Background: an optimization exercise with open tools, aiming at small area, a short achievable clock period and few clock cycles. Do not read the settings as production practice. In this exercise RTL edits were held to simulation tests only and were not proved equivalent to the original. Power is estimated from default activity; no workload was simulated.

==> design.v <==
package cpu_pkg;
  localparam logic [2:0] OP_ARITH  = 3'b000;
  localparam logic [2:0] OP_CMPMUL = 3'b001;
  localparam logic [2:0] OP_LW     = 3'b010;
  localparam logic [2:0] OP_SW     = 3'b011;
  localparam logic [2:0] OP_BEQ    = 3'b100;
  localparam logic [2:0] OP_J      = 3'b101;
endpackage
`timescale 1ns/1ps
module read_arbiter (
  input  logic                       clk,
  input  logic                       rst_n,
  input  logic                       inst_req,
  input  logic [3:0]                 inst_win,
  input  logic                       data_req,
  input  logic [10:0]                data_addr,
  output logic                       grant_inst,
  output logic                       busy,
  output logic [10:4]        burst_seg,   
  output logic                       beat,
  output logic                       beat_inst,
  output logic [6:0]                 beat_idx,    
  output logic [32-1:0] araddr,
  output logic                       arvalid,
  input  logic                       arready,
  input  logic                       rvalid,
  input  logic                       rlast,
  output logic                       rready
);
  logic       busy_q;
  logic       inst_q;
  logic [6:0] ptr_q;    
  logic [6:0] idx_q;
  assign grant_inst = !busy_q && inst_req;
  assign beat       = busy_q && !arvalid && rvalid;
  always_ff @(posedge clk or negedge rst_n) begin
    if (!rst_n) begin
      busy_q  <= 1'b0;
      arvalid <= 1'b0;
      inst_q  <= 1'b0;
      ptr_q   <= '0;
      idx_q   <= '0;
    end else begin
      if (!busy_q && (inst_req || data_req)) begin
        busy_q  <= 1'b1;
        arvalid <= 1'b1;
        inst_q  <= inst_req;
        idx_q   <= '0;
        if (inst_req)                 ptr_q <= {inst_win, 3'b000};
        else if (&data_addr[10:7])    ptr_q <= 7'b1111000;
        else                          ptr_q <= data_addr[10:4];
      end else begin
        if (arvalid && arready) arvalid <= 1'b0;
        if (beat) begin
          idx_q <= idx_q + 7'd1;
          if (rlast) busy_q <= 1'b0;
        end
      end
    end
  end
  assign araddr    = {19'd0, 1'b1, ptr_q, 5'd0};
  assign rready    = 1'b1;
  assign busy      = busy_q;
  assign burst_seg = ptr_q[6:4-4];
  assign beat_inst = beat && inst_q;
  assign beat_idx  = idx_q;
endmodule
`timescale 1ns/1ps
module inst_cache (
  input  logic                   clk,
  input  logic                   rst_n,
  input  logic [12-1:0]  pc,
  output logic [16-1:0] inst,
  output logic                   hit,
  output logic                   present,
  input  logic                   fill_start,
  input  logic                   beat,
  input  logic [16-1:0] bus_data
);
  logic [16-1:0] mem [128];
  logic [3:0]             tag_q;
  logic                   valid_q;
  logic                   full_q;
  logic [6:0]             cnt_q;
  assign present = valid_q && (tag_q == pc[11:8]);
  assign hit     = present && (full_q || (pc[7:1] < cnt_q));
  assign inst    = mem[pc[7:1]];
  always_ff @(posedge clk or negedge rst_n) begin
    if (!rst_n) begin
      tag_q   <= '0;
      valid_q <= 1'b0;
      full_q  <= 1'b0;
      cnt_q   <= '0;
    end else if (fill_start) begin
      tag_q   <= pc[11:8];
      valid_q <= 1'b1;
      full_q  <= 1'b0;
      cnt_q   <= '0;
    end else if (beat) begin
      cnt_q <= cnt_q + 7'd1;
      if (&cnt_q) full_q <= 1'b1;
    end
  end
  always_ff @(posedge clk) begin
    if (beat) mem[cnt_q] <= bus_data;
  end
endmodule
`timescale 1ns/1ps
module data_cache (
  input  logic                       clk,
  input  logic                       rst_n,
  input  logic [10:0]                addr,      
  output logic [16-1:0]     ld_data,
  output logic                       hit,       
  output logic                       st_ok,     
  input  logic                       ld,        
  input  logic                       st,        
  input  logic                       ld_go,     
  input  logic                       st_go,     
  input  logic [16-1:0]     st_data,
  output logic                       bus_req,   
  input  logic                       busy,
  input  logic [10:4]        burst_seg,
  input  logic                       beat,
  input  logic [6:0]                 beat_idx,
  input  logic [16-1:0]     bus_data,
  output logic [32-1:0] awaddr,
  output logic                       awvalid,
  input  logic                       awready,
  output logic [16-1:0]     wdata,
  output logic                       wvalid,
  output logic                       wlast,
  input  logic                       wready,
  input  logic                       bvalid,
  output logic                       bready
);
  localparam int SW  = 4;
  localparam int NS  = 6;
  localparam int TW  = 11 - SW;
  localparam int PW  = 7 - SW;         
  localparam int LW  = 3;
  logic [16-1:0] mem [NS*(2**SW)];
  logic [TW-1:0]          tag_q   [NS];
  logic [PW-1:0]          pos_q   [NS];
  logic [NS-1:0]          alloc_q;
  logic [NS-1:0]          full_q;
  logic [NS-1:0]          fill_q;
  logic [LW-1:0]          order_q [NS];    
  logic [TW-1:0]          seg;
  logic [SW-1:0]          off;
  logic [NS-1:0]          match;
  logic [NS-1:0]          ready;
  logic [NS-1:0]          capk;
  logic [LW-1:0]          hslot;
  logic [LW-1:0]          cslot;
  logic                   present;
  logic                   cap;
  logic                   miss;
  logic [TW-1:0]          rel;
  logic                   catch_up;
  logic                   alloc;
  logic                   touch;
  logic [LW-1:0]          tslot;
  logic [LW-1:0]          victim;
  logic                   wb_empty;
  assign seg = addr[10:SW];
  assign off = addr[SW-1:0];
  always_comb begin
    hslot = '0;
    cslot = '0;
    for (int k = 0; k < NS; k++) begin
      match[k] = alloc_q[k] && (tag_q[k] == seg);
      ready[k] = full_q[k] || (fill_q[k] && ({pos_q[k], off} < beat_idx));
      capk[k]  = fill_q[k] && (pos_q[k] == beat_idx[6:SW]);
      if (match[k]) hslot = LW'(k);
      if (capk[k])  cslot = LW'(k);
    end
  end
  assign present = |match;
  assign hit     = |(match & ready);
  logic [16-1:0] rd_data;
  logic                   sp_hit;
  always_comb begin
    rd_data = '0;
    for (int k = 0; k < NS; k++) begin
      if (match[k]) rd_data = rd_data | mem[{LW'(k), off}];
    end
  end
  assign sp_hit  = sp_q && match[sp_slot_q] && (off == sp_off_q);
  assign ld_data = sp_hit ? sp_data_q : rd_data;
  assign cap     = beat && |capk;
  assign victim  = order_q[NS-1];
  assign miss     = ld && !present && wb_empty;
  assign rel      = seg - burst_seg;
  assign catch_up = busy && (rel < TW'(2**PW)) &&
                    ((rel[PW-1:0] > beat_idx[6:SW]) ||
                     (rel[PW-1:0] == beat_idx[6:SW] && beat_idx[SW-1:0] == '0 && !beat));
  assign alloc    = miss && catch_up;
  assign bus_req  = miss && !busy;
  assign touch = alloc || ((ld || st) && present);
  assign tslot = alloc ? victim : hslot;
  logic [NS-1:0] at;
  logic [NS-1:0] seen;
  logic [LW-1:0] order_d [NS];
  always_comb begin
    for (int j = 0; j < NS; j++) begin
      at[j] = alloc ? (j == NS-1) : match[order_q[j]];
    end
    for (int k = 0; k < NS; k++) begin
      seen[k] = |(at & NS'((2 << k) - 1));
    end
    order_d[0] = tslot;
    for (int k = 1; k < NS; k++) begin
      order_d[k] = seen[k-1] ? order_q[k] : order_q[k-1];
    end
  end
  always_ff @(posedge clk or negedge rst_n) begin
    if (!rst_n) begin
      for (int k = 0; k < NS; k++) order_q[k] <= LW'(k);
    end else if (touch) begin
      for (int k = 0; k < NS; k++) order_q[k] <= order_d[k];
    end
  end
  always_ff @(posedge clk or negedge rst_n) begin
    if (!rst_n) begin
      alloc_q <= '0;
      full_q  <= '0;
      fill_q  <= '0;
      for (int k = 0; k < NS; k++) begin
        tag_q[k] <= '0;
        pos_q[k] <= '0;
      end
    end else begin
      if (cap && &beat_idx[SW-1:0]) begin
        fill_q[cslot] <= 1'b0;
        full_q[cslot] <= 1'b1;
      end
      if (alloc) begin
        tag_q[victim]   <= seg;
        pos_q[victim]   <= rel[PW-1:0];
        alloc_q[victim] <= 1'b1;
        full_q[victim]  <= 1'b0;
        fill_q[victim]  <= 1'b1;
      end
    end
  end
  logic                   sp_q;
  logic [LW-1:0]          sp_slot_q;
  logic [SW-1:0]          sp_off_q;
  logic [16-1:0] sp_data_q;
  always_ff @(posedge clk or negedge rst_n) begin
    if (!rst_n) sp_q <= 1'b0;
    else        sp_q <= st_go && present;
  end
  always_ff @(posedge clk) begin
    sp_slot_q <= hslot;
    sp_off_q  <= off;
    sp_data_q <= st_data;
  end
  logic [16-1:0] slot_wd [NS];
  always_comb begin
    for (int k = 0; k < NS; k++) begin
      slot_wd[k] = (fill_q[k] && |capk) ? bus_data : sp_data_q;
    end
  end
  always_ff @(posedge clk) begin
    for (int k = 0; k < NS; k++) begin
      for (int j = 0; j < 2**SW; j++) begin
        if ((cap && cslot == LW'(k) && beat_idx[SW-1:0] == SW'(j)) ||
            (sp_q && sp_slot_q == LW'(k) && sp_off_q == SW'(j))) begin
          mem[k*(2**SW)+j] <= slot_wd[k];
        end
      end
    end
  end
  logic [10:0] wa_q [2];
  logic [15:0] wd_q [2];
  logic        wr_ptr_q;
  logic        aw_ptr_q;
  logic        w_ptr_q;
  logic [1:0]  aw_cnt_q;
  logic [1:0]  w_cnt_q;
  logic        wb_free;
  logic        aw_go;
  logic        w_go;
  assign wb_free  = !aw_cnt_q[1] && !w_cnt_q[1];
  assign wb_empty = (aw_cnt_q == 2'd0) && (w_cnt_q == 2'd0);
  assign st_ok    = wb_free && (!present || |(match & full_q));
  assign aw_go    = awvalid && awready;
  assign w_go     = wvalid && wready;
  always_ff @(posedge clk or negedge rst_n) begin
    if (!rst_n) begin
      wr_ptr_q <= 1'b0;
      aw_ptr_q <= 1'b0;
      w_ptr_q  <= 1'b0;
      aw_cnt_q <= '0;
      w_cnt_q  <= '0;
    end else begin
      if (st_go) wr_ptr_q <= !wr_ptr_q;
      if (aw_go) aw_ptr_q <= !aw_ptr_q;
      if (w_go)  w_ptr_q  <= !w_ptr_q;
      aw_cnt_q <= aw_cnt_q + {1'b0, st_go} - {1'b0, aw_go};
      w_cnt_q  <= w_cnt_q + {1'b0, st_go} - {1'b0, w_go};
    end
  end
  always_ff @(posedge clk) begin
    if (st && wb_free) begin
      wa_q[wr_ptr_q] <= addr;
      wd_q[wr_ptr_q] <= st_data;
    end
  end
  assign awaddr  = {19'd0, 1'b1, wa_q[aw_ptr_q], 1'b0};
  assign awvalid = (aw_cnt_q != 2'd0);
  assign wdata   = wd_q[w_ptr_q];
  assign wvalid  = (w_cnt_q != 2'd0);
  assign wlast   = 1'b1;
  assign bready  = 1'b1;
endmodule
`timescale 1ns/1ps
module cpu_core (
  input  logic                   clk,
  input  logic                   rst_n,
  output logic [12-1:0]  fetch_pc,
  input  logic [16-1:0] fetch_inst,
  input  logic                   fetch_hit,
  output logic                   inst_miss_pc_valid,
  output logic [12-1:0]  inst_miss_pc,
  output logic [10:0]            dmem_addr,
  input  logic [16-1:0] dmem_rdata,
  input  logic                   dmem_hit,
  input  logic                   dmem_st_ok,
  output logic                   dmem_ld,
  output logic                   dmem_st,
  output logic                   dmem_ld_go,
  output logic                   dmem_st_go,
  output logic [16-1:0] dmem_wdata,
  output logic                   io_stall
);
  logic [12-1:0]  fa_q;
  logic [16-1:0] irf_q;
  logic                   irfv_q;
  logic [12-1:0]  pcf_q;
  logic [12-1:0]  brt_q;
  logic [16-1:0] ir_q;
  logic                   irv_q;
  logic                   stall_q;
  logic [16-1:0] regs [16];
  logic [16-1:0] a_q;
  logic [16-1:0] b_q;
  logic [10:0]            addr_q;
  logic [2:0]             op;
  logic [3:0]             rs;
  logic [3:0]             rt;
  logic [3:0]             rd;
  logic                   fn;
  logic [16-1:0] a;
  logic [16-1:0] b;
  logic [16-1:0] alu;
  logic [16-1:0] diff;
  logic [16-1:0] prod;
  logic                   lt;
  logic                   is_alu;
  logic                   is_ld;
  logic                   is_st;
  logic                   retire;
  logic                   redirect;
  logic                   e_free;
  logic                   d_adv;
  logic                   f_adv;
  logic [12-1:0]  f_next;
  logic [16-1:0] finst;
  logic                   fhit;
  logic [3:0]             d_rs;
  logic [3:0]             d_rt;
  logic [10:0]            d_addr;
  logic [16-1:0] d_a;
  logic                   hazard;
  logic                   wen;
  logic [3:0]             widx;
  logic [16-1:0] wval;
  logic                   fwd_a;
  logic                   fwd_b;
  assign op    = ir_q[15:13];
  assign rs    = ir_q[12:9];
  assign rt    = ir_q[8:5];
  assign rd    = ir_q[4:1];
  assign fn    = ir_q[0];
  assign a     = a_q;
  assign b     = b_q;
  assign is_alu = (op == cpu_pkg::OP_ARITH) || (op == cpu_pkg::OP_CMPMUL);
  assign is_ld  = irv_q && (op == cpu_pkg::OP_LW);
  assign is_st  = irv_q && (op == cpu_pkg::OP_SW);
  logic [7:0] bone_q;
  logic [7:0] btwo_q;
  logic [7:0] bneg_q;
  cpu_mul16 u_mul (
    .a   (a),
    .one (bone_q),
    .two (btwo_q),
    .neg (bneg_q),
    .p   (prod)
  );
  assign diff = a - b;
  assign lt   = (a[15] != b[15]) ? a[15] : diff[15];
  logic                   is_mul;
  logic [16-1:0] alu_lo;
  logic [16-1:0] wval_lo;
  assign is_mul = op[0] && fn;
  always_comb begin
    case ({op[0], fn})
      2'b00:   alu_lo = a + b;
      2'b01:   alu_lo = diff;
      default: alu_lo = {15'd0, lt};
    endcase
  end
  assign alu = is_mul ? prod : alu_lo;
  assign retire = irv_q && (is_ld ? dmem_hit : is_st ? dmem_st_ok : 1'b1);
  assign redirect = irv_q && (op == cpu_pkg::OP_BEQ) && (rs != rt) && (a == b);
  assign fetch_pc = fa_q;
  assign finst    = fetch_inst;
  assign fhit     = fetch_hit;
  logic [12-1:0] fa_p2;
  assign fa_p2 = fa_q + 12'd2;
  assign f_next = (finst[15:13] == cpu_pkg::OP_J) ? finst[11:0] : fa_p2;
  logic                   wbv_q;
  logic [3:0]             wbi_q;
  logic [16-1:0] wbd_q;
  assign wen  = retire && (is_alu || op == cpu_pkg::OP_LW);
  assign widx = is_alu ? rd : rt;
  assign wval_lo = is_alu ? alu_lo : dmem_rdata;
  assign wval    = (is_alu && is_mul) ? prod : wval_lo;
  always_ff @(posedge clk or negedge rst_n) begin
    if (!rst_n) wbv_q <= 1'b0;
    else        wbv_q <= wen;
  end
  always_ff @(posedge clk) begin
    wbi_q <= widx;
    wbd_q <= wval;
  end
  always_ff @(posedge clk or negedge rst_n) begin
    if (!rst_n) begin
      for (int i = 0; i < 16; i++) regs[i] <= '0;
    end else if (wbv_q) begin
      regs[wbi_q] <= wbd_q;
    end
  end
  assign d_rs = irf_q[12:9];
  assign d_rt = irf_q[8:5];
  logic [12-1:0] d_brt;
  logic                  d_turn;
  assign d_brt  = pcf_q + 12'd2 + {{6{irf_q[4]}}, irf_q[4:0], 1'b0};
  assign d_turn = d_adv && (irf_q[15:13] == cpu_pkg::OP_BEQ) && (d_rs == d_rt);
  assign hazard = irv_q &&
                  (((op == cpu_pkg::OP_LW) && (d_rs == rt || d_rt == rt)) ||
                   (is_alu && is_mul && (d_rs == rd || d_rt == rd)) ||
                   (is_alu && rd == d_rs && irf_q[15:14] == 2'b01)) ||
                  (wbv_q && wbi_q == d_rs && irf_q[15:14] == 2'b01);
  logic [16-1:0] d_b;
  logic [16-1:0] d_base;
  assign d_a    = (wbv_q && wbi_q == d_rs) ? wbd_q : regs[d_rs];
  assign d_b    = (wbv_q && wbi_q == d_rt) ? wbd_q : regs[d_rt];
  assign d_base = regs[d_rs];
  cpu_agen u_agen (
    .base (d_base[10:0]),
    .imm  (irf_q[4:0]),
    .addr (d_addr)
  );
  assign fwd_a  = retire && is_alu && (rd == d_rs);
  assign fwd_b  = retire && is_alu && (rd == d_rt);
  logic [16-1:0] fwd_v;
  logic [16-1:0] d_bv;
  logic [7:0]             d_bm;
  assign fwd_v = alu_lo;
  assign d_bv  = fwd_b ? fwd_v : d_b;
  assign d_bm  = {d_bv[13], d_bv[11], d_bv[9], d_bv[7], d_bv[5], d_bv[3], d_bv[1], 1'b0};
  assign e_free = !irv_q || retire;
  assign d_adv  = irfv_q && e_free && !hazard && !redirect;
  assign f_adv  = !irfv_q || d_adv;
  always_ff @(posedge clk or negedge rst_n) begin
    if (!rst_n) begin
      fa_q    <= '0;
      irfv_q  <= 1'b0;
      irv_q   <= 1'b0;
      stall_q <= 1'b1;
    end else begin
      stall_q <= !retire;
      if (e_free) irv_q <= d_adv;
      if (redirect) begin
        irfv_q <= 1'b0;
        fa_q   <= brt_q;
      end else if (d_turn) begin
        irfv_q <= 1'b0;
        fa_q   <= d_brt;
      end else if (f_adv) begin
        irfv_q <= fhit;
        if (fhit) fa_q <= f_next;
      end
    end
  end
  always_ff @(posedge clk) begin
    if (f_adv) begin
      irf_q <= finst;
      pcf_q <= fa_q;
    end
    if (e_free) begin
      ir_q   <= irf_q;
      brt_q  <= d_brt;
      a_q    <= fwd_a ? fwd_v : d_a;
      b_q    <= d_bv;
      for (int i = 0; i < 8; i++) begin
        bone_q[i] <= d_bv[2*i] ^ d_bm[i];
        btwo_q[i] <= (d_bv[2*i+1] & ~d_bv[2*i] & ~d_bm[i]) |
                     (~d_bv[2*i+1] & d_bv[2*i] & d_bm[i]);
        bneg_q[i] <= d_bv[2*i+1];
      end
      addr_q <= d_addr;
    end
  end
  assign inst_miss_pc_valid = !irv_q && !irfv_q;
  assign inst_miss_pc       = fa_q;
  assign dmem_addr          = addr_q;
  assign dmem_ld            = is_ld;
  assign dmem_st            = is_st;
  assign dmem_ld_go         = retire && (op == cpu_pkg::OP_LW);
  assign dmem_st_go         = retire && (op == cpu_pkg::OP_SW);
  assign dmem_wdata         = b;
  assign io_stall = stall_q;
endmodule
module cpu_agen (
  input  logic [10:0] base,
  input  logic [4:0]  imm,
  output logic [10:0] addr
);
  logic [5:0] up_inc;
  logic [5:0] up_dec;
  logic [5:0] lo_sum;
  assign up_inc = base[10:5] + 6'd1;
  assign up_dec = base[10:5] - 6'd1;
  assign lo_sum = {1'b0, base[4:0]} + {1'b0, imm};
  assign addr[4:0]  = lo_sum[4:0];
  assign addr[10:5] = (imm[4] == lo_sum[5]) ? base[10:5] : lo_sum[5] ? up_inc : up_dec;
endmodule
module cpu_mul16 (
  input  logic [15:0] a,
  input  logic [7:0]  one,
  input  logic [7:0]  two,
  input  logic [7:0]  neg,
  output logic [15:0] p
);
  logic one_0, two_0, neg_0, pp_0_0, pp_0_1, pp_0_2, pp_0_3, pp_0_4, pp_0_5, pp_0_6, pp_0_7, pp_0_8, pp_0_9, pp_0_10, pp_0_11, pp_0_12, pp_0_13, pp_0_14, pp_0_15, one_1, two_1, neg_1, pp_1_0, pp_1_1, pp_1_2, pp_1_3, pp_1_4, pp_1_5, pp_1_6, pp_1_7, pp_1_8, pp_1_9, pp_1_10, pp_1_11, pp_1_12, pp_1_13, one_2, two_2, neg_2, pp_2_0, pp_2_1, pp_2_2, pp_2_3, pp_2_4, pp_2_5, pp_2_6, pp_2_7, pp_2_8, pp_2_9, pp_2_10, pp_2_11, one_3, two_3, neg_3, pp_3_0, pp_3_1, pp_3_2, pp_3_3, pp_3_4, pp_3_5, pp_3_6, pp_3_7, pp_3_8, pp_3_9, one_4, two_4, neg_4, pp_4_0, pp_4_1, pp_4_2, pp_4_3, pp_4_4, pp_4_5, pp_4_6, pp_4_7, one_5, two_5, neg_5, pp_5_0, pp_5_1, pp_5_2, pp_5_3, pp_5_4, pp_5_5, one_6, two_6, neg_6, pp_6_0, pp_6_1, pp_6_2, pp_6_3, one_7, two_7, neg_7, pp_7_0, pp_7_1, s0, c0, s1, c1, s2, c2, s3, c3, s4, c4, s5, c5, s6, c6, s7, c7, s8, c8, s9, c9, s10, c10, s11, c11, s12, c12, s13, c13, s14, c14, s15, c15, s16, c16, s17, c17, s18, c18, s19, c19, s20, c20, s21, c21, s22, c22, s23, c23, s24, c24, s25, c25, s26, c26, s27, c27, s28, c28, s29, c29, s30, c30, s31, c31, s32, c32, s33, c33, s34, c34, s35, c35, s36, c36, s37, c37, s38, c38, s39, c39, s40, c40, s41, c41, s42, c42, s43, c43, s44, c44, s45, c45, s46, c46, s47, c47, s48, c48, s49, c49, s50, c50, s51, c51, s52, c52, s53, c53, s54, c54, s55, c55;
  assign one_0 = one[0];
  assign two_0 = two[0];
  assign neg_0 = neg[0];
  assign pp_0_0 = ((one_0 & a[0]) | (two_0 & 1'b0)) ^ neg_0;
  assign pp_0_1 = ((one_0 & a[1]) | (two_0 & a[0])) ^ neg_0;
  assign pp_0_2 = ((one_0 & a[2]) | (two_0 & a[1])) ^ neg_0;
  assign pp_0_3 = ((one_0 & a[3]) | (two_0 & a[2])) ^ neg_0;
  assign pp_0_4 = ((one_0 & a[4]) | (two_0 & a[3])) ^ neg_0;
  assign pp_0_5 = ((one_0 & a[5]) | (two_0 & a[4])) ^ neg_0;
  assign pp_0_6 = ((one_0 & a[6]) | (two_0 & a[5])) ^ neg_0;
  assign pp_0_7 = ((one_0 & a[7]) | (two_0 & a[6])) ^ neg_0;
  assign pp_0_8 = ((one_0 & a[8]) | (two_0 & a[7])) ^ neg_0;
  assign pp_0_9 = ((one_0 & a[9]) | (two_0 & a[8])) ^ neg_0;
  assign pp_0_10 = ((one_0 & a[10]) | (two_0 & a[9])) ^ neg_0;
  assign pp_0_11 = ((one_0 & a[11]) | (two_0 & a[10])) ^ neg_0;
  assign pp_0_12 = ((one_0 & a[12]) | (two_0 & a[11])) ^ neg_0;
  assign pp_0_13 = ((one_0 & a[13]) | (two_0 & a[12])) ^ neg_0;
  assign pp_0_14 = ((one_0 & a[14]) | (two_0 & a[13])) ^ neg_0;
  assign pp_0_15 = ((one_0 & a[15]) | (two_0 & a[14])) ^ neg_0;
  assign one_1 = one[1];
  assign two_1 = two[1];
  assign neg_1 = neg[1];
  assign pp_1_0 = ((one_1 & a[0]) | (two_1 & 1'b0)) ^ neg_1;
  assign pp_1_1 = ((one_1 & a[1]) | (two_1 & a[0])) ^ neg_1;
  assign pp_1_2 = ((one_1 & a[2]) | (two_1 & a[1])) ^ neg_1;
  assign pp_1_3 = ((one_1 & a[3]) | (two_1 & a[2])) ^ neg_1;
  assign pp_1_4 = ((one_1 & a[4]) | (two_1 & a[3])) ^ neg_1;
  assign pp_1_5 = ((one_1 & a[5]) | (two_1 & a[4])) ^ neg_1;
  assign pp_1_6 = ((one_1 & a[6]) | (two_1 & a[5])) ^ neg_1;
  assign pp_1_7 = ((one_1 & a[7]) | (two_1 & a[6])) ^ neg_1;
  assign pp_1_8 = ((one_1 & a[8]) | (two_1 & a[7])) ^ neg_1;
  assign pp_1_9 = ((one_1 & a[9]) | (two_1 & a[8])) ^ neg_1;
  assign pp_1_10 = ((one_1 & a[10]) | (two_1 & a[9])) ^ neg_1;
  assign pp_1_11 = ((one_1 & a[11]) | (two_1 & a[10])) ^ neg_1;
  assign pp_1_12 = ((one_1 & a[12]) | (two_1 & a[11])) ^ neg_1;
  assign pp_1_13 = ((one_1 & a[13]) | (two_1 & a[12])) ^ neg_1;
  assign one_2 = one[2];
  assign two_2 = two[2];
  assign neg_2 = neg[2];
  assign pp_2_0 = ((one_2 & a[0]) | (two_2 & 1'b0)) ^ neg_2;
  assign pp_2_1 = ((one_2 & a[1]) | (two_2 & a[0])) ^ neg_2;
  assign pp_2_2 = ((one_2 & a[2]) | (two_2 & a[1])) ^ neg_2;
  assign pp_2_3 = ((one_2 & a[3]) | (two_2 & a[2])) ^ neg_2;
  assign pp_2_4 = ((one_2 & a[4]) | (two_2 & a[3])) ^ neg_2;
  assign pp_2_5 = ((one_2 & a[5]) | (two_2 & a[4])) ^ neg_2;
  assign pp_2_6 = ((one_2 & a[6]) | (two_2 & a[5])) ^ neg_2;
  assign pp_2_7 = ((one_2 & a[7]) | (two_2 & a[6])) ^ neg_2;
  assign pp_2_8 = ((one_2 & a[8]) | (two_2 & a[7])) ^ neg_2;
  assign pp_2_9 = ((one_2 & a[9]) | (two_2 & a[8])) ^ neg_2;
  assign pp_2_10 = ((one_2 & a[10]) | (two_2 & a[9])) ^ neg_2;
  assign pp_2_11 = ((one_2 & a[11]) | (two_2 & a[10])) ^ neg_2;
  assign one_3 = one[3];
  assign two_3 = two[3];
  assign neg_3 = neg[3];
  assign pp_3_0 = ((one_3 & a[0]) | (two_3 & 1'b0)) ^ neg_3;
  assign pp_3_1 = ((one_3 & a[1]) | (two_3 & a[0])) ^ neg_3;
  assign pp_3_2 = ((one_3 & a[2]) | (two_3 & a[1])) ^ neg_3;
  assign pp_3_3 = ((one_3 & a[3]) | (two_3 & a[2])) ^ neg_3;
  assign pp_3_4 = ((one_3 & a[4]) | (two_3 & a[3])) ^ neg_3;
  assign pp_3_5 = ((one_3 & a[5]) | (two_3 & a[4])) ^ neg_3;
  assign pp_3_6 = ((one_3 & a[6]) | (two_3 & a[5])) ^ neg_3;
  assign pp_3_7 = ((one_3 & a[7]) | (two_3 & a[6])) ^ neg_3;
  assign pp_3_8 = ((one_3 & a[8]) | (two_3 & a[7])) ^ neg_3;
  assign pp_3_9 = ((one_3 & a[9]) | (two_3 & a[8])) ^ neg_3;
  assign one_4 = one[4];
  assign two_4 = two[4];
  assign neg_4 = neg[4];
  assign pp_4_0 = ((one_4 & a[0]) | (two_4 & 1'b0)) ^ neg_4;
  assign pp_4_1 = ((one_4 & a[1]) | (two_4 & a[0])) ^ neg_4;
  assign pp_4_2 = ((one_4 & a[2]) | (two_4 & a[1])) ^ neg_4;
  assign pp_4_3 = ((one_4 & a[3]) | (two_4 & a[2])) ^ neg_4;
  assign pp_4_4 = ((one_4 & a[4]) | (two_4 & a[3])) ^ neg_4;
  assign pp_4_5 = ((one_4 & a[5]) | (two_4 & a[4])) ^ neg_4;
  assign pp_4_6 = ((one_4 & a[6]) | (two_4 & a[5])) ^ neg_4;
  assign pp_4_7 = ((one_4 & a[7]) | (two_4 & a[6])) ^ neg_4;
  assign one_5 = one[5];
  assign two_5 = two[5];
  assign neg_5 = neg[5];
  assign pp_5_0 = ((one_5 & a[0]) | (two_5 & 1'b0)) ^ neg_5;
  assign pp_5_1 = ((one_5 & a[1]) | (two_5 & a[0])) ^ neg_5;
  assign pp_5_2 = ((one_5 & a[2]) | (two_5 & a[1])) ^ neg_5;
  assign pp_5_3 = ((one_5 & a[3]) | (two_5 & a[2])) ^ neg_5;
  assign pp_5_4 = ((one_5 & a[4]) | (two_5 & a[3])) ^ neg_5;
  assign pp_5_5 = ((one_5 & a[5]) | (two_5 & a[4])) ^ neg_5;
  assign one_6 = one[6];
  assign two_6 = two[6];
  assign neg_6 = neg[6];
  assign pp_6_0 = ((one_6 & a[0]) | (two_6 & 1'b0)) ^ neg_6;
  assign pp_6_1 = ((one_6 & a[1]) | (two_6 & a[0])) ^ neg_6;
  assign pp_6_2 = ((one_6 & a[2]) | (two_6 & a[1])) ^ neg_6;
  assign pp_6_3 = ((one_6 & a[3]) | (two_6 & a[2])) ^ neg_6;
  assign one_7 = one[7];
  assign two_7 = two[7];
  assign neg_7 = neg[7];
  assign pp_7_0 = ((one_7 & a[0]) | (two_7 & 1'b0)) ^ neg_7;
  assign pp_7_1 = ((one_7 & a[1]) | (two_7 & a[0])) ^ neg_7;
  assign s0 = pp_0_10 ^ pp_1_8;
  assign c0 = pp_0_10 & pp_1_8;
  assign s1 = pp_0_11 ^ pp_1_9;
  assign c1 = pp_0_11 & pp_1_9;
  assign s2 = pp_0_12 ^ pp_1_10 ^ pp_2_8;
  assign c2 = (pp_0_12 & pp_1_10) | (pp_0_12 & pp_2_8) | (pp_1_10 & pp_2_8);
  assign s3 = pp_3_6 ^ pp_4_4;
  assign c3 = pp_3_6 & pp_4_4;
  assign s4 = pp_0_13 ^ pp_1_11 ^ pp_2_9;
  assign c4 = (pp_0_13 & pp_1_11) | (pp_0_13 & pp_2_9) | (pp_1_11 & pp_2_9);
  assign s5 = pp_3_7 ^ pp_4_5;
  assign c5 = pp_3_7 & pp_4_5;
  assign s6 = pp_0_14 ^ pp_1_12 ^ pp_2_10;
  assign c6 = (pp_0_14 & pp_1_12) | (pp_0_14 & pp_2_10) | (pp_1_12 & pp_2_10);
  assign s7 = pp_3_8 ^ pp_4_6 ^ pp_5_4;
  assign c7 = (pp_3_8 & pp_4_6) | (pp_3_8 & pp_5_4) | (pp_4_6 & pp_5_4);
  assign s8 = pp_6_2 ^ pp_7_0;
  assign c8 = pp_6_2 & pp_7_0;
  assign s9 = pp_0_15 ^ pp_1_13 ^ pp_2_11;
  assign c9 = (pp_0_15 & pp_1_13) | (pp_0_15 & pp_2_11) | (pp_1_13 & pp_2_11);
  assign s10 = pp_3_9 ^ pp_4_7 ^ pp_5_5;
  assign c10 = (pp_3_9 & pp_4_7) | (pp_3_9 & pp_5_5) | (pp_4_7 & pp_5_5);
  assign s11 = pp_6_3 ^ pp_7_1;
  assign c11 = pp_6_3 & pp_7_1;
  assign s12 = pp_0_6 ^ pp_1_4;
  assign c12 = pp_0_6 & pp_1_4;
  assign s13 = pp_0_7 ^ pp_1_5;
  assign c13 = pp_0_7 & pp_1_5;
  assign s14 = pp_0_8 ^ pp_1_6 ^ pp_2_4;
  assign c14 = (pp_0_8 & pp_1_6) | (pp_0_8 & pp_2_4) | (pp_1_6 & pp_2_4);
  assign s15 = pp_3_2 ^ pp_4_0;
  assign c15 = pp_3_2 & pp_4_0;
  assign s16 = pp_0_9 ^ pp_1_7 ^ pp_2_5;
  assign c16 = (pp_0_9 & pp_1_7) | (pp_0_9 & pp_2_5) | (pp_1_7 & pp_2_5);
  assign s17 = pp_3_3 ^ pp_4_1;
  assign c17 = pp_3_3 & pp_4_1;
  assign s18 = pp_2_6 ^ pp_3_4 ^ pp_4_2;
  assign c18 = (pp_2_6 & pp_3_4) | (pp_2_6 & pp_4_2) | (pp_3_4 & pp_4_2);
  assign s19 = pp_5_0 ^ neg_5 ^ s0;
  assign c19 = (pp_5_0 & neg_5) | (pp_5_0 & s0) | (neg_5 & s0);
  assign s20 = pp_2_7 ^ pp_3_5 ^ pp_4_3;
  assign c20 = (pp_2_7 & pp_3_5) | (pp_2_7 & pp_4_3) | (pp_3_5 & pp_4_3);
  assign s21 = pp_5_1 ^ s1 ^ c0;
  assign c21 = (pp_5_1 & s1) | (pp_5_1 & c0) | (s1 & c0);
  assign s22 = pp_5_2 ^ pp_6_0 ^ neg_6;
  assign c22 = (pp_5_2 & pp_6_0) | (pp_5_2 & neg_6) | (pp_6_0 & neg_6);
  assign s23 = s2 ^ s3 ^ c1;
  assign c23 = (s2 & s3) | (s2 & c1) | (s3 & c1);
  assign s24 = pp_5_3 ^ pp_6_1 ^ s4;
  assign c24 = (pp_5_3 & pp_6_1) | (pp_5_3 & s4) | (pp_6_1 & s4);
  assign s25 = s5 ^ c2 ^ c3;
  assign c25 = (s5 & c2) | (s5 & c3) | (c2 & c3);
  assign s26 = neg_7 ^ s6 ^ s7;
  assign c26 = (neg_7 & s6) | (neg_7 & s7) | (s6 & s7);
  assign s27 = s8 ^ c4 ^ c5;
  assign c27 = (s8 & c4) | (s8 & c5) | (c4 & c5);
  assign s28 = s9 ^ s10 ^ s11;
  assign c28 = (s9 & s10) | (s9 & s11) | (s10 & s11);
  assign s29 = c6 ^ c7 ^ c8;
  assign c29 = (c6 & c7) | (c6 & c8) | (c7 & c8);
  assign s30 = pp_0_4 ^ pp_1_2;
  assign c30 = pp_0_4 & pp_1_2;
  assign s31 = pp_0_5 ^ pp_1_3;
  assign c31 = pp_0_5 & pp_1_3;
  assign s32 = pp_2_2 ^ pp_3_0 ^ neg_3;
  assign c32 = (pp_2_2 & pp_3_0) | (pp_2_2 & neg_3) | (pp_3_0 & neg_3);
  assign s33 = pp_2_3 ^ pp_3_1 ^ s13;
  assign c33 = (pp_2_3 & pp_3_1) | (pp_2_3 & s13) | (pp_3_1 & s13);
  assign s34 = neg_4 ^ s14 ^ s15;
  assign c34 = (neg_4 & s14) | (neg_4 & s15) | (s14 & s15);
  assign s35 = s16 ^ s17 ^ c14;
  assign c35 = (s16 & s17) | (s16 & c14) | (s17 & c14);
  assign s36 = s18 ^ s19 ^ c16;
  assign c36 = (s18 & s19) | (s18 & c16) | (s19 & c16);
  assign s37 = s20 ^ s21 ^ c18;
  assign c37 = (s20 & s21) | (s20 & c18) | (s21 & c18);
  assign s38 = s22 ^ s23 ^ c20;
  assign c38 = (s22 & s23) | (s22 & c20) | (s23 & c20);
  assign s39 = s24 ^ s25 ^ c22;
  assign c39 = (s24 & s25) | (s24 & c22) | (s25 & c22);
  assign s40 = s26 ^ s27 ^ c24;
  assign c40 = (s26 & s27) | (s26 & c24) | (s27 & c24);
  assign s41 = s28 ^ s29 ^ c26;
  assign c41 = (s28 & s29) | (s28 & c26) | (s29 & c26);
  assign s42 = pp_0_2 ^ pp_1_0;
  assign c42 = pp_0_2 & pp_1_0;
  assign s43 = pp_0_3 ^ pp_1_1;
  assign c43 = pp_0_3 & pp_1_1;
  assign s44 = pp_2_0 ^ neg_2 ^ s30;
  assign c44 = (pp_2_0 & neg_2) | (pp_2_0 & s30) | (neg_2 & s30);
  assign s45 = pp_2_1 ^ s31 ^ c30;
  assign c45 = (pp_2_1 & s31) | (pp_2_1 & c30) | (s31 & c30);
  assign s46 = s12 ^ s32 ^ c31;
  assign c46 = (s12 & s32) | (s12 & c31) | (s32 & c31);
  assign s47 = c12 ^ s33 ^ c32;
  assign c47 = (c12 & s33) | (c12 & c32) | (s33 & c32);
  assign s48 = c13 ^ s34 ^ c33;
  assign c48 = (c13 & s34) | (c13 & c33) | (s34 & c33);
  assign s49 = c15 ^ s35 ^ c34;
  assign c49 = (c15 & s35) | (c15 & c34) | (s35 & c34);
  assign s50 = c17 ^ s36 ^ c35;
  assign c50 = (c17 & s36) | (c17 & c35) | (s36 & c35);
  assign s51 = c19 ^ s37 ^ c36;
  assign c51 = (c19 & s37) | (c19 & c36) | (s37 & c36);
  assign s52 = c21 ^ s38 ^ c37;
  assign c52 = (c21 & s38) | (c21 & c37) | (s38 & c37);
  assign s53 = c23 ^ s39 ^ c38;
  assign c53 = (c23 & s39) | (c23 & c38) | (s39 & c38);
  assign s54 = c25 ^ s40 ^ c39;
  assign c54 = (c25 & s40) | (c25 & c39) | (s40 & c39);
  assign s55 = c27 ^ s41 ^ c40;
  assign c55 = (c27 & s41) | (c27 & c40) | (s41 & c40);
  logic [15:0] mx, my, g0, p0;
  assign mx = {s55, s54, s53, s52, s51, s50, s49, s48, s47, s46, s45, s44, s43, neg_1, pp_0_1, pp_0_0};
  assign my = {c54, c53, c52, c51, c50, c49, c48, c47, c46, c45, c44, c43, c42, s42, 1'b0, neg_0};
  assign g0 = mx & my;
  assign p0 = mx ^ my;
  logic [15:0] g1, p1;
  assign g1[0] = g0[0];
  assign p1[0] = p0[0];
  assign g1[1] = g0[1] | (p0[1] & g0[0]);
  assign p1[1] = p0[1] & p0[0];
  assign g1[2] = g0[2] | (p0[2] & g0[1]);
  assign p1[2] = p0[2] & p0[1];
  assign g1[3] = g0[3] | (p0[3] & g0[2]);
  assign p1[3] = p0[3] & p0[2];
  assign g1[4] = g0[4] | (p0[4] & g0[3]);
  assign p1[4] = p0[4] & p0[3];
  assign g1[5] = g0[5] | (p0[5] & g0[4]);
  assign p1[5] = p0[5] & p0[4];
  assign g1[6] = g0[6] | (p0[6] & g0[5]);
  assign p1[6] = p0[6] & p0[5];
  assign g1[7] = g0[7] | (p0[7] & g0[6]);
  assign p1[7] = p0[7] & p0[6];
  assign g1[8] = g0[8] | (p0[8] & g0[7]);
  assign p1[8] = p0[8] & p0[7];
  assign g1[9] = g0[9] | (p0[9] & g0[8]);
  assign p1[9] = p0[9] & p0[8];
  assign g1[10] = g0[10] | (p0[10] & g0[9]);
  assign p1[10] = p0[10] & p0[9];
  assign g1[11] = g0[11] | (p0[11] & g0[10]);
  assign p1[11] = p0[11] & p0[10];
  assign g1[12] = g0[12] | (p0[12] & g0[11]);
  assign p1[12] = p0[12] & p0[11];
  assign g1[13] = g0[13] | (p0[13] & g0[12]);
  assign p1[13] = p0[13] & p0[12];
  assign g1[14] = g0[14] | (p0[14] & g0[13]);
  assign p1[14] = p0[14] & p0[13];
  assign g1[15] = g0[15] | (p0[15] & g0[14]);
  assign p1[15] = p0[15] & p0[14];
  logic [15:0] g2, p2;
  assign g2[0] = g1[0];
  assign p2[0] = p1[0];
  assign g2[1] = g1[1];
  assign p2[1] = p1[1];
  assign g2[2] = g1[2] | (p1[2] & g1[0]);
  assign p2[2] = p1[2] & p1[0];
  assign g2[3] = g1[3] | (p1[3] & g1[1]);
  assign p2[3] = p1[3] & p1[1];
  assign g2[4] = g1[4] | (p1[4] & g1[2]);
  assign p2[4] = p1[4] & p1[2];
  assign g2[5] = g1[5] | (p1[5] & g1[3]);
  assign p2[5] = p1[5] & p1[3];
  assign g2[6] = g1[6] | (p1[6] & g1[4]);
  assign p2[6] = p1[6] & p1[4];
  assign g2[7] = g1[7] | (p1[7] & g1[5]);
  assign p2[7] = p1[7] & p1[5];
  assign g2[8] = g1[8] | (p1[8] & g1[6]);
  assign p2[8] = p1[8] & p1[6];
  assign g2[9] = g1[9] | (p1[9] & g1[7]);
  assign p2[9] = p1[9] & p1[7];
  assign g2[10] = g1[10] | (p1[10] & g1[8]);
  assign p2[10] = p1[10] & p1[8];
  assign g2[11] = g1[11] | (p1[11] & g1[9]);
  assign p2[11] = p1[11] & p1[9];
  assign g2[12] = g1[12] | (p1[12] & g1[10]);
  assign p2[12] = p1[12] & p1[10];
  assign g2[13] = g1[13] | (p1[13] & g1[11]);
  assign p2[13] = p1[13] & p1[11];
  assign g2[14] = g1[14] | (p1[14] & g1[12]);
  assign p2[14] = p1[14] & p1[12];
  assign g2[15] = g1[15] | (p1[15] & g1[13]);
  assign p2[15] = p1[15] & p1[13];
  logic [15:0] g3, p3;
  assign g3[0] = g2[0];
  assign p3[0] = p2[0];
  assign g3[1] = g2[1];
  assign p3[1] = p2[1];
  assign g3[2] = g2[2];
  assign p3[2] = p2[2];
  assign g3[3] = g2[3];
  assign p3[3] = p2[3];
  assign g3[4] = g2[4] | (p2[4] & g2[0]);
  assign p3[4] = p2[4] & p2[0];
  assign g3[5] = g2[5] | (p2[5] & g2[1]);
  assign p3[5] = p2[5] & p2[1];
  assign g3[6] = g2[6] | (p2[6] & g2[2]);
  assign p3[6] = p2[6] & p2[2];
  assign g3[7] = g2[7] | (p2[7] & g2[3]);
  assign p3[7] = p2[7] & p2[3];
  assign g3[8] = g2[8] | (p2[8] & g2[4]);
  assign p3[8] = p2[8] & p2[4];
  assign g3[9] = g2[9] | (p2[9] & g2[5]);
  assign p3[9] = p2[9] & p2[5];
  assign g3[10] = g2[10] | (p2[10] & g2[6]);
  assign p3[10] = p2[10] & p2[6];
  assign g3[11] = g2[11] | (p2[11] & g2[7]);
  assign p3[11] = p2[11] & p2[7];
  assign g3[12] = g2[12] | (p2[12] & g2[8]);
  assign p3[12] = p2[12] & p2[8];
  assign g3[13] = g2[13] | (p2[13] & g2[9]);
  assign p3[13] = p2[13] & p2[9];
  assign g3[14] = g2[14] | (p2[14] & g2[10]);
  assign p3[14] = p2[14] & p2[10];
  assign g3[15] = g2[15] | (p2[15] & g2[11]);
  assign p3[15] = p2[15] & p2[11];
  logic [15:0] g4, p4;
  assign g4[0] = g3[0];
  assign p4[0] = p3[0];
  assign g4[1] = g3[1];
  assign p4[1] = p3[1];
  assign g4[2] = g3[2];
  assign p4[2] = p3[2];
  assign g4[3] = g3[3];
  assign p4[3] = p3[3];
  assign g4[4] = g3[4];
  assign p4[4] = p3[4];
  assign g4[5] = g3[5];
  assign p4[5] = p3[5];
  assign g4[6] = g3[6];
  assign p4[6] = p3[6];
  assign g4[7] = g3[7];
  assign p4[7] = p3[7];
  assign g4[8] = g3[8] | (p3[8] & g3[0]);
  assign p4[8] = p3[8] & p3[0];
  assign g4[9] = g3[9] | (p3[9] & g3[1]);
  assign p4[9] = p3[9] & p3[1];
  assign g4[10] = g3[10] | (p3[10] & g3[2]);
  assign p4[10] = p3[10] & p3[2];
  assign g4[11] = g3[11] | (p3[11] & g3[3]);
  assign p4[11] = p3[11] & p3[3];
  assign g4[12] = g3[12] | (p3[12] & g3[4]);
  assign p4[12] = p3[12] & p3[4];
  assign g4[13] = g3[13] | (p3[13] & g3[5]);
  assign p4[13] = p3[13] & p3[5];
  assign g4[14] = g3[14] | (p3[14] & g3[6]);
  assign p4[14] = p3[14] & p3[6];
  assign g4[15] = g3[15] | (p3[15] & g3[7]);
  assign p4[15] = p3[15] & p3[7];
  assign p = p0 ^ {g4[14:0], 1'b0};
endmodule
`timescale 1ns/1ps
module cpu_top (
  input  logic                       clk,
  input  logic                       rst_n,
  output logic [32-1:0] araddr,
  output logic                       arvalid,
  input  logic                       arready,
  input  logic [16-1:0]     rdata,
  input  logic                       rvalid,
  input  logic                       rlast,
  output logic                       rready,
  output logic [32-1:0] awaddr,
  output logic                       awvalid,
  input  logic                       awready,
  output logic [16-1:0]     wdata,
  output logic                       wvalid,
  output logic                       wlast,
  input  logic                       wready,
  input  logic                       bvalid,
  output logic                       bready,
  output logic                       io_stall
);
  logic [12-1:0]  fetch_pc;
  logic [16-1:0] fetch_inst;
  logic                   fetch_hit;
  logic                   imiss_valid;
  logic [12-1:0]  imiss_pc;
  logic                   ipresent;
  logic [10:0]            dmem_addr;
  logic [16-1:0] dmem_rdata;
  logic                   dmem_hit;
  logic                   dmem_st_ok;
  logic                   dmem_ld;
  logic                   dmem_st;
  logic                   dmem_ld_go;
  logic                   dmem_st_go;
  logic [16-1:0] dmem_wdata;
  logic                   inst_req;
  logic                   data_req;
  logic                   grant_inst;
  logic                   busy;
  logic [10:4]    burst_seg;
  logic                   beat;
  logic                   beat_inst;
  logic [6:0]             beat_idx;
  cpu_core u_core (
    .clk                (clk),
    .rst_n              (rst_n),
    .fetch_pc           (fetch_pc),
    .fetch_inst         (fetch_inst),
    .fetch_hit          (fetch_hit),
    .inst_miss_pc_valid (imiss_valid),
    .inst_miss_pc       (imiss_pc),
    .dmem_addr          (dmem_addr),
    .dmem_rdata         (dmem_rdata),
    .dmem_hit           (dmem_hit),
    .dmem_st_ok         (dmem_st_ok),
    .dmem_ld            (dmem_ld),
    .dmem_st            (dmem_st),
    .dmem_ld_go         (dmem_ld_go),
    .dmem_st_go         (dmem_st_go),
    .dmem_wdata         (dmem_wdata),
    .io_stall           (io_stall)
  );
  inst_cache u_icache (
    .clk        (clk),
    .rst_n      (rst_n),
    .pc         (fetch_pc),
    .inst       (fetch_inst),
    .hit        (fetch_hit),
    .present    (ipresent),
    .fill_start (grant_inst),
    .beat       (beat_inst),
    .bus_data   (rdata)
  );
  data_cache u_dcache (
    .clk        (clk),
    .rst_n      (rst_n),
    .addr       (dmem_addr),
    .ld_data    (dmem_rdata),
    .hit        (dmem_hit),
    .st_ok      (dmem_st_ok),
    .ld         (dmem_ld),
    .st         (dmem_st),
    .ld_go      (dmem_ld_go),
    .st_go      (dmem_st_go),
    .st_data    (dmem_wdata),
    .bus_req    (data_req),
    .busy       (busy),
    .burst_seg  (burst_seg),
    .beat       (beat),
    .beat_idx   (beat_idx),
    .bus_data   (rdata),
    .awaddr     (awaddr),
    .awvalid    (awvalid),
    .awready    (awready),
    .wdata      (wdata),
    .wvalid     (wvalid),
    .wlast      (wlast),
    .wready     (wready),
    .bvalid     (bvalid),
    .bready     (bready)
  );
  assign inst_req = imiss_valid && !ipresent;
  read_arbiter u_rd_arb (
    .clk        (clk),
    .rst_n      (rst_n),
    .inst_req   (inst_req),
    .inst_win   (imiss_pc[11:8]),
    .data_req   (data_req),
    .data_addr  (dmem_addr),
    .grant_inst (grant_inst),
    .busy       (busy),
    .burst_seg  (burst_seg),
    .beat       (beat),
    .beat_inst  (beat_inst),
    .beat_idx   (beat_idx),
    .araddr     (araddr),
    .arvalid    (arvalid),
    .arready    (arready),
    .rvalid     (rvalid),
    .rlast      (rlast),
    .rready     (rready)
  );
endmodule
==> run.sh <==
#!/bin/bash
# synth_recipe.tcl (not shown) runs the flow's synth.tcl, then flattens the netlist and writes it again
# the make line also repeats each setting of config.mk as NAME=value (left out here)
make -C /OpenROAD-flow-scripts/flow DESIGN_CONFIG=/design/flow/config.mk WORK_HOME=/design/flow/orfs CLKGATE_MAP_FILE= SYNTH_SCRIPT=/design/flow/synth_recipe.tcl finish
==> config.mk <==
export PLATFORM = sky130hd
export DESIGN_NAME = cpu_top
export DESIGN_NICKNAME = cpu_top
export VERILOG_FILES = /design/flow/design.v
export SDC_FILE = /design/flow/constraint.sdc
export NUM_CORES = 4
export LEC_CHECK = 0
export CAP_MARGIN = 20
export CORE_MARGIN = 2
export CORE_UTILIZATION = 50
export PLACE_DENSITY = 0.6
export SETUP_SLACK_MARGIN = 3.5
export SLEW_MARGIN = 20
export SYNTH_HIERARCHICAL = 1
export TNS_END_PERCENT = 10
==> constraint.sdc <==
create_clock -name core_clock -period 7.5 [get_ports {clk}]
set_input_delay 1.5000 -clock core_clock [delete_from_list [all_inputs] [get_ports {clk}]]
set_output_delay 1.5000 -clock core_clock [all_outputs]
set_load 0.01 [all_outputs]
==> results of run 1 <==
worst register-to-register path, cell delays in order (launching register included):
cell	delay [ns]
edfxtp_1	0.36
buf_4	0.19
a22oi_2	0.20
xor2_1	0.24
fa_1	0.48
fa_1	0.55
inv_1	0.05
fa_1	0.47
fa_2	0.60
ha_4	0.23
o211a_1	0.12
a221oi_2	0.26
xnor2_1	0.17
nand2_1	0.12
a31oi_4	0.27
state kept, by name (all words and copies together) (netlist names), 18 cells and up:
signal,cells
u_dcache.pos_q,18
u_core.regs,256
u_dcache.tag_q,42
u_dcache.wd_q,32
u_dcache.wa_q,22
u_dcache.order_q,18
u_icache.mem,2048
u_dcache.mem,1536
power breakdown:
part	internal (uW)	switching (uW)	leakage [uW]	total (uW)
registers	27400	1130	0.0401	28500
logic	8590	14500	0.0192	23100
clock network	12200	9070	0.00680	21300
total	48200	24700	0.0661	72900
through the flow:
step	hold WS, ns	worst slack (ns)	cells	utilization	instance area [sq um]
after floorplan	0.377	3.32	10100	-	172000
after detailed placement	0.447	1.53	14500	0.525	180000
after CTS	0.462	3.04	15400	0.574	196000
final	0.460	3.11	15500	0.575	197000
after global routing	0.464	2.94	15500	0.575	197000
after global placement	0.445	1.54	14500	0.525	180000
repair_timing:
item / 4_1_cts / 5_1_grt
pin swaps: 51 / 19
cloned: 10 / 1
resized for setup: 197 / 33
setup endpoints to repair: 1134 / 993
buffers inserted: 178 / 20
layer usage:
layer / track usage / part of all wire / vias up / wire length, um
met2: 0.456 / 0.45 / 6336 / 241000
li1: - / - / 41900 / -
met5: 0 / 0.000024 / - / 13
met4: 0.109 / 0.040 / 2 / 21700
met3: 0.0762 / 0.11 / 1087 / 60200
met1: 0.427 / 0.40 / 53300 / 213000
how the worst max path moves through the flow:
stage / from / to / slack (ns) / cells after the start
after floorplan: u_core.b_q[0] / u_core.wbd_q[15] / 3.32 / 15
after global placement: rvalid / u_icache.mem[123][12] / 1.54 / 8
after detailed placement: rvalid / u_icache.mem[123][12] / 1.53 / 8
after CTS: u_core.bone_q[2] / u_core.wbd_q[14] / 3.04 / 14
after global routing: u_core.a_q[8] / u_core.wbd_q[15] / 2.94 / 16
final: u_dcache.aw_ptr_q / awaddr[2] / 3.11 / 2
area by class of cell:
type / instances / area, sq um
Clock inverter: 258 / 2600
Antenna cell: 57 / 143
Tap cell: 4557 / 5700
Clock buffer: 543 / 11400
Inverter: 152 / 571
Sequential cell: 4198 / 124000
Timing Repair Buffer: 676 / 6390
Multi-Input combinational cell: 5080 / 46500
Fill cell: 26000 / 145000
==> flow_metrics.tcl, run 1 <==
set metrics [dict create \
    cap_violations 0 \
    wl_per_cell_um 34.5 \
    finalNetCount 10700 \
    die_y_um 590 \
    drtIter0Drc 15500 \
    crit_required_ns 6.00 \
    numClockSinks 4198 \
    htree_levels 5 \
    grt_pass1_wl_mm 747 \
    status "finished clean" \
    rrSetupSlack_ns 3.13 \
    rsz0062_at_grt "yes" \
    cts_buffers 429 \
    root_buffer "clkbuf_16" \
    min_path_type "reg2reg" \
    power_density_nw_per_um2 370 \
    io_buffers 60 \
    min_from "u_core.irf_q[13]" \
    cp-end-kind "primary output" \
    dpl.hpwl_mm 306 \
    r2r-end "u_core.wbd_q[14]" \
    grt_pass1_vias 99500 \
    worstHoldPathCells 0 \
    syn_to_final_growth_pct 14.8 \
    crit_chain "mux2_2 > clkdlybuf4s50_1" \
    setup_tns_ns 0 \
    cp.arrival_ns 2.89 \
    io_pins 111 \
    antenna_found_initial 35 \
    min_period_ns 4.39 \
    ys_warn_count 17 \
    drive_gt1_frac 0.228 \
    clk_latency_ns 1.00 \
    rr_worst_depth 14 \
    final_cell_mix "edfxtp_1, a22oi_1, buf_4" \
    grt.total_usage 0.302 \
    critical_path.max_stage_delay_ns 0.82 \
    cts.clk_slew.worst_paths_ns 0.06 \
    rows 215 \
    path_max_fanout 12 \
    cts_tree "done" \
    setup_violations 0 \
    crit_buf_inv 1 \
    start_util 0.501 \
    avgSynthCellArea_sq_um 17.0 \
    critPathTopFamily "flip-flops" \
    grt_overflow 0 \
    wl_mm 535 \
    hold_end "u_core.ir_q[13]" \
    vias_per_cell 6.61 \
    power_uw 72900 \
    layout_commonest_cell "edfxtp_1" \
    vias 103000 \
    grt_max_degree 149 \
    max-slew-margin-rel 0.117 \
    drv_slew 0 \
    ctsHoldBuffers 0 \
    syn_inst 10100 \
    crit_path_top_delay_cell "dfrtp_1" \
    start_kind "flop" \
    finalCritPeriodShare 0.585 \
    place_congestion 0.930 \
    max_freq_mhz 228 \
    vdd_drop_max_uv 336 \
    ant_nets 0 \
    r2r_start "u_core.btwo_q[0]" \
    clk_path_buf_depth 4 \
    p_leak_uw 0.0661 \
    core_area_sq_um 342000 \
    hold_viol 0 \
    worst_pin_slew_ns 1.32 \
    critical_path_class "reg2out" \
    die_w_um 590 \
    remaining_drc_errors 0 \
    die-area_sq_um 348000 \
    firstDrtPassIters 8 \
    fin_skew_ns 0.0740 \
    synth_area_sq_um 172000 \
]
Testbench counts, summed over its fixed seeds: cycles 43,719.
==> inputs of run 2 (changes only) <==
--- a/config.mk
+++ b/config.mk
@@ -11,3 +11,3 @@
 export PLACE_DENSITY = 0.6
-export SETUP_SLACK_MARGIN = 3.5
+export SETUP_SLACK_MARGIN = 3.0
 export SLEW_MARGIN = 20
==> run 2 against run 1 <==
Area after synthesis stayed put; critical path type is now reg2reg; register-to-register slack worse by 0.25 ns; largest power group unchanged; critical path depth is 10 higher; count of clock-buffer cells in the layout is 6 higher; setup slack worse by 0.23 ns; non-clock buffer count is 74 lower.
==> flow_metrics.tcl, run 2 <==
set metrics [dict create \
    critical_path_class "reg2reg" \
    die-area_sq_um 348000 \
    reg.largest.list "u_icache.mem x2048, u_dcache.mem x1536, u_core.regs x256" \
    crit_path_top_delay_cell "o221ai_1" \
    htree_levels 5 \
    cap_violations 0 \
    grt.total_usage 0.299 \
    numClockSinks 4198 \
    avgSynthCellArea_sq_um 17.0 \
    io_buffers 60 \
    largest_register_ffs 2048 \
    syn_inst 10100 \
    hold_viol 0 \
    min_period_ns 4.62 \
    start_kind "flop" \
    power_density_nw_per_um2 366 \
    cts_tree "done" \
    status "finished clean" \
    firstDrtPassIters 7 \
    final_cell_mix "edfxtp_1, a22oi_1, buf_4" \
    fin_skew_ns 0.0942 \
    max_freq_mhz 216 \
    grt_overflow 0 \
    rows 215 \
    finalNetCount 10700 \
    max-slew-margin-rel 0.134 \
    path_max_fanout 59 \
    crit_required_ns 8.28 \
    grt_pass1_vias 99300 \
    cts_buffers 429 \
    cp.arrival_ns 5.40 \
    worst_pin_slew_ns 1.30 \
    vias 102000 \
    ys_warn_count 17 \
    drtIter0Drc 14800 \
    crit_chain "buf_4 > and4b_4 > buf_12 > a22o_1 > a221oi_1 > nand3_1 > o221ai_1 > and4_1 > nand3_1 > mux2_2 > nor2_1 > a31oi_1" \
    setup_violations 0 \
    p_leak_uw 0.0653 \
    cpMostUsedCell "nand3_1" \
    crit_buf_inv 2 \
    critical_path.max_stage_delay_ns 0.68 \
    clk_latency_ns 1.00 \
    dp_cells 14500 \
    vdd_drop_max_uv 354 \
    layout_commonest_cell "edfxtp_1" \
    wl_per_cell_um 34.4 \
    drv_slew 0 \
    min_path_type "reg2reg" \
    final_cell_count_no_fill 15400 \
    wl_mm 530 \
    ant_nets 0 \
    dpl.hpwl_mm 306 \
    cts.clk_slew.worst_paths_ns 0.06 \
    vias_per_cell 6.63 \
    synth_area_sq_um 172000 \
    clk_path_buf_depth 4 \
    critPathTopFamily "simple AND/OR/NAND/NOR gates" \
    setup_tns_ns 0 \
    die_y_um 590 \
    ctsHoldBuffers 0 \
    drive_gt1_frac 0.211 \
    rsz0062_at_grt "yes" \
    io_pins 111 \
    place_congestion 0.903 \
    root_buffer "clkbuf_16" \
    die_w_um 590 \
    start_util 0.501 \
    top_register "u_icache.mem" \
    syn_to_final_growth_pct 13.4 \
    cp-end-kind "flop" \
    grt_pass1_wl_mm 741 \
    core_area_sq_um 342000 \
    remaining_drc_errors 0 \
    finalCritPeriodShare 0.616 \
    grt_max_degree 166 \
    antenna_found_initial 40 \
]
run 2: cell type report:
| type | count | area, sq um |
|---|---|---|
| diodes | 47 | 118 |
| clock buffers | 549 | 11400 |
| clock inverters | 232 | 2060 |
| fillers | 26200 | 148000 |
| inverters | 152 | 571 |
| multi-input cells | 5079 | 45800 |
| flip-flops and latches | 4198 | 124000 |
| well taps | 4557 | 5700 |
| repair buffers | 602 | 5310 |
run 2: worst reg2reg max path, delay by kind of cell, from the launching register on:
family | cells | cell delay [ns]
flip-flops | 1 | 0.52
buffers and inverters | 2 | 0.74
multiplexers | 1 | 0.51
AND/OR/NAND/NOR | 5 | 1.39
AO/OA/AOI/OAI | 4 | 1.25
run 2: through the flow:
step                      setup WS, ns  area, sq um  utilization  total power (uW)  hold slack (ns)
final                             2.88       195000        0.569             71300            0.471
after global routing              2.91       194000        0.568             73700            0.490
after CTS                         2.86       194000        0.566             70500            0.474
after detailed placement          1.52       179000        0.524             49500            0.453
after global placement            1.60       179000        0.524             49200            0.444
after floorplan                   3.01       172000            -             41800            0.377
run 2: worst paths after layout:
kind / startpoint / slack (ns) / to / depth (start not counted)
worst max-delay path: u_core.addr_q[2] / 2.88 / u_core.wbd_q[14] / 12
worst min-delay path: u_icache.valid_q / 0.47 / u_icache.valid_q / 1
worst max register to register: u_core.addr_q[2] / 2.88 / u_core.wbd_q[14] / 12
worst min register to register: u_icache.valid_q / 0.47 / u_icache.valid_q / 1
max in group asynchronous: rst_n / 5.26 / u_core.regs[1][8] / 2
min in group asynchronous: rst_n / 0.59 / u_dcache.tag_q[5][5] / 1
run 2: where the power goes:
group	internal [uW]	total [uW]	switching, uW
Sequential	27400	28600	1220
Combinational	7860	22000	14100
Clock	11700	20700	8980
Total	47000	71300	24300
run 2: layer usage:
layer  GRT usage  share of wire  up-vias
li1            -              -    41700
met1       0.422           0.40    53100
met2       0.454           0.45     6261
met3      0.0638           0.10     1159
met4       0.123          0.046       10
met5           0        0.00015        -
run 2: timing repair:
action                                  4_1_cts  5_1_grt
pin swaps                                     4        9
gates cloned                                  3        3
endpoints found under the setup margin      424       55
gates resized for setup                      32       42
buffers inserted                             65       55
==> inputs of run 3 (changes only) <==
--- a/config.mk
+++ b/config.mk
@@ -9,5 +9,5 @@
 export CORE_MARGIN = 2
-export CORE_UTILIZATION = 50
-export PLACE_DENSITY = 0.6
-export SETUP_SLACK_MARGIN = 3.0
+export CORE_UTILIZATION = 58
+export PLACE_DENSITY = 0.7
+export SETUP_SLACK_MARGIN = 3.5
 export SLEW_MARGIN = 20
==> run 3 against run 2 <==
Global-route usage is 3.3 points higher; largest power group unchanged; sequential share of layout area shrank 0.41 points; combinational power increased by 5%; highest routed layer unchanged; final cell count decreased by 3.3%.
==> flow_metrics.tcl, run 3 <==
set metrics [dict create \
    vdd_drop_max_uv 418 \
    grt_pass1_wl_mm 716 \
    grtUsageMet2 0.503 \
    critical_path_class "reg2reg" \
    rr_worst_depth 16 \
    cap_violations 0 \
    net-switching-power_uw 24600 \
    core_area_sq_um 294000 \
    clk_path_buf_depth 4 \
    setup_violations 0 \
    die_w_um 548 \
    worstHoldPathCells 0 \
    clk_latency_ns 0.97 \
    grt_max_degree 128 \
    final_cell_mix "edfxtp_1, a22oi_1, buf_4" \
    vias 104000 \
    start_kind "flop" \
    reg.largest.list "u_icache.mem x2048, u_dcache.mem x1536, u_core.regs x256" \
    rrSetupSlack_ns 2.96 \
    met1_usage 0.452 \
    io_pins 111 \
    drive_gt1_frac 0.235 \
    drv_slew 0 \
    wl_per_cell_um 34.2 \
    pwr-share-seq 0.396 \
    numClockSinks 4198 \
    min_period_ns 4.54 \
    cpMostUsedCell "fa_1" \
    r2r_start "u_core.a_q[4]" \
    place_congestion 0.947 \
    p_leak_uw 0.0664 \
    drtIter0Drc 16700 \
    max_freq_mhz 220 \
    die_y_um 548 \
    crit_chain "buf_6 > a22oi_2 > xor2_2 > fa_1 > inv_1 > fa_1 > fa_1 > ha_4 > nand2_2 > a2111oi_4 > nand4_1 > o211ai_1 > a21oi_1 > xnor2_1 > nand2_1 > a31oi_2" \
    ant_nets 0 \
    worstSetupStartpoint "u_core.a_q[4]" \
    htree_levels 5 \
    finalNetCount 10800 \
    grt_overflow 0 \
    power_uw 72300 \
    cp-end-kind "flop" \
    root_buffer "clkbuf_16" \
    largest_register_ffs 2048 \
    grt.total_usage 0.331 \
    top_usage_layer "met2" \
    rsz0062_at_grt "yes" \
    vias_per_cell 6.96 \
    max-slew-margin-rel 0.146 \
    swShare 0.340 \
    hold_viol 0 \
    syn_to_final_growth_pct 14.2 \
    fin_skew_ns 0.105 \
    intPower_uw 47700 \
    min_from "u_core.irf_q[13]" \
    die-area_sq_um 300000 \
    rows 199 \
    synth_area_sq_um 172000 \
    use_met3 0.0862 \
    pwr-share-clk 0.284 \
    status "finished clean" \
    syn_inst 10100 \
    combPwrFrac 0.320 \
    cts.clk_slew.worst_paths_ns 0.06 \
    avgSynthCellArea_sq_um 17.0 \
    cp.arrival_ns 5.39 \
    start_util 0.583 \
    io_buffers 60 \
    crit_required_ns 8.36 \
    worst_pin_slew_ns 1.28 \
    top_register "u_icache.mem" \
    antenna_found_initial 31 \
    hold_end "u_core.ir_q[13]" \
    remaining_drc_errors 0 \
    crit_path_top_delay_cell "fa_1" \
    layout_commonest_cell "edfxtp_1" \
    critical_path.max_stage_delay_ns 0.55 \
    power_density_nw_per_um2 369 \
    grt_pass1_vias 100000 \
    cts_tree "done" \
    dpl.hpwl_mm 289 \
    cts_buffers 413 \
    ctsHoldBuffers 0 \
    r2r-end "u_core.wbd_q[13]" \
    wl_mm 509 \
    utilization 0.666 \
    min_path_type "reg2reg" \
    finalCritPeriodShare 0.605 \
    ys_warn_count 17 \
    firstDrtPassIters 9 \
    path_max_fanout 4 \
    holdWs_ns 0.469 \
    setup_tns_ns 0 \
]
==> run 3: layout make-up <==
cell class | count | area, sq um
well taps | 3919 | 4900
multi-input cells | 5088 | 46400
fillers | 19200 | 98200
repair buffers | 747 | 6760
clock buffers | 522 | 11000
inverters | 152 | 573
diodes | 29 | 72.6
clock inverters | 250 | 2450
flip-flops and latches | 4198 | 124000
==> run 3: worst max-delay path: cells and delay by family, from the launching register on <==
kind / cells / cell delay, ns
buffers and inverters: 2 / 0.21
AND/OR/NAND/NOR: 3 / 0.42
adder cells (fa/ha/maj): 4 / 1.85
flip-flops: 1 / 0.39
AO/OA/AOI/OAI: 5 / 1.15
XOR/XNOR: 2 / 0.44
==> run 3: routing by layer <==
layer | vias to the layer above | share of wire
li1 | 42000 | -
met1 | 53000 | 0.36
met2 | 7427 | 0.46
met3 | 1393 | 0.13
met4 | 26 | 0.054
met5 | - | 0.00036
==> run 3: worst max path at each step <==
stage / end
after detailed placement: u_icache.mem[112][0]
after floorplan: u_core.wbd_q[15]
after CTS: u_core.wbd_q[15]
after global placement: u_icache.mem[103][7]
after global routing: u_core.wbd_q[15]
final: u_core.wbd_q[13]
==> run 3: repair_timing <==
item                                    in CTS  in global routing
gates resized for setup                    140                133
endpoints found under the setup margin    1726               1513
cloned                                      15                  5
endpoints found under the hold margin        0                  0
pin swaps                                   42                 66
setup buffers                              166                 68
==> run 3: power by group through the flow <==
stage	Clock, uW	Combinational, uW	Sequential (uW)
6_report	20600	23100	28600
2_1_floorplan	0	13500	28400
5_1_grt	21600	24300	28700
3_3_place_gp	0	19300	29400
4_1_cts	20700	21700	28600
3_5_place_dp	0	19700	29400
==> run 3: metrics by stage <==
stage               setup WS (ns)  cells  area (sq um)
finish                       2.96  14900        196000
global route                 2.86  14900        196000
CTS                          3.06  14800        194000
detailed placement           1.68  13800        179000
global placement             1.74  13800        179000
floorplan                    3.32  10100        172000

what the ideal ports hide:
The results above use ideal ports. As a check the final layouts listed here were re-extracted and re-timed, cells and wires unchanged. Step 1 sets driving cells, clkbuf_16 on the clock port and buf_2 on the other inputs (assumed; they add their load-dependent delay and slew). Step 2 adds t to the input delays and takes it off the output delays; t is the mean of the earliest and latest rising clock arrival at the registers after step 1. Input paths then give back, and output paths get back, about the clock's delay inside the block. Slacks: ideal ports / drivers / drivers and shift; pairs: ideal ports / drivers.
| run | shift t [ns] | slack for setup (ns) | latest minus earliest clock arrival (ns) | slew at the worst register clock pin (ns) | worst slew at a driven data input, ns |
|---|---|---|---|---|---|
| run 1 | 1.066 | 3.111 / 3.006 / 2.218 | 0.077 / 0.076 | 0.06 / 0.06 | 0.07 |
| run 2 | 1.069 | 2.878 / 2.863 / 1.975 | 0.096 / 0.096 | 0.07 / 0.07 | 0.06 |
| run 3 | 1.023 | 2.964 / 2.964 / 2.572 | 0.123 / 0.123 | 0.07 / 0.07 | 0.07 |
After both steps setup and hold are still met in every run listed. The setup slack of run 2, which loses most, moves by -0.015 ns with the drivers and by -0.903 ns with both steps.
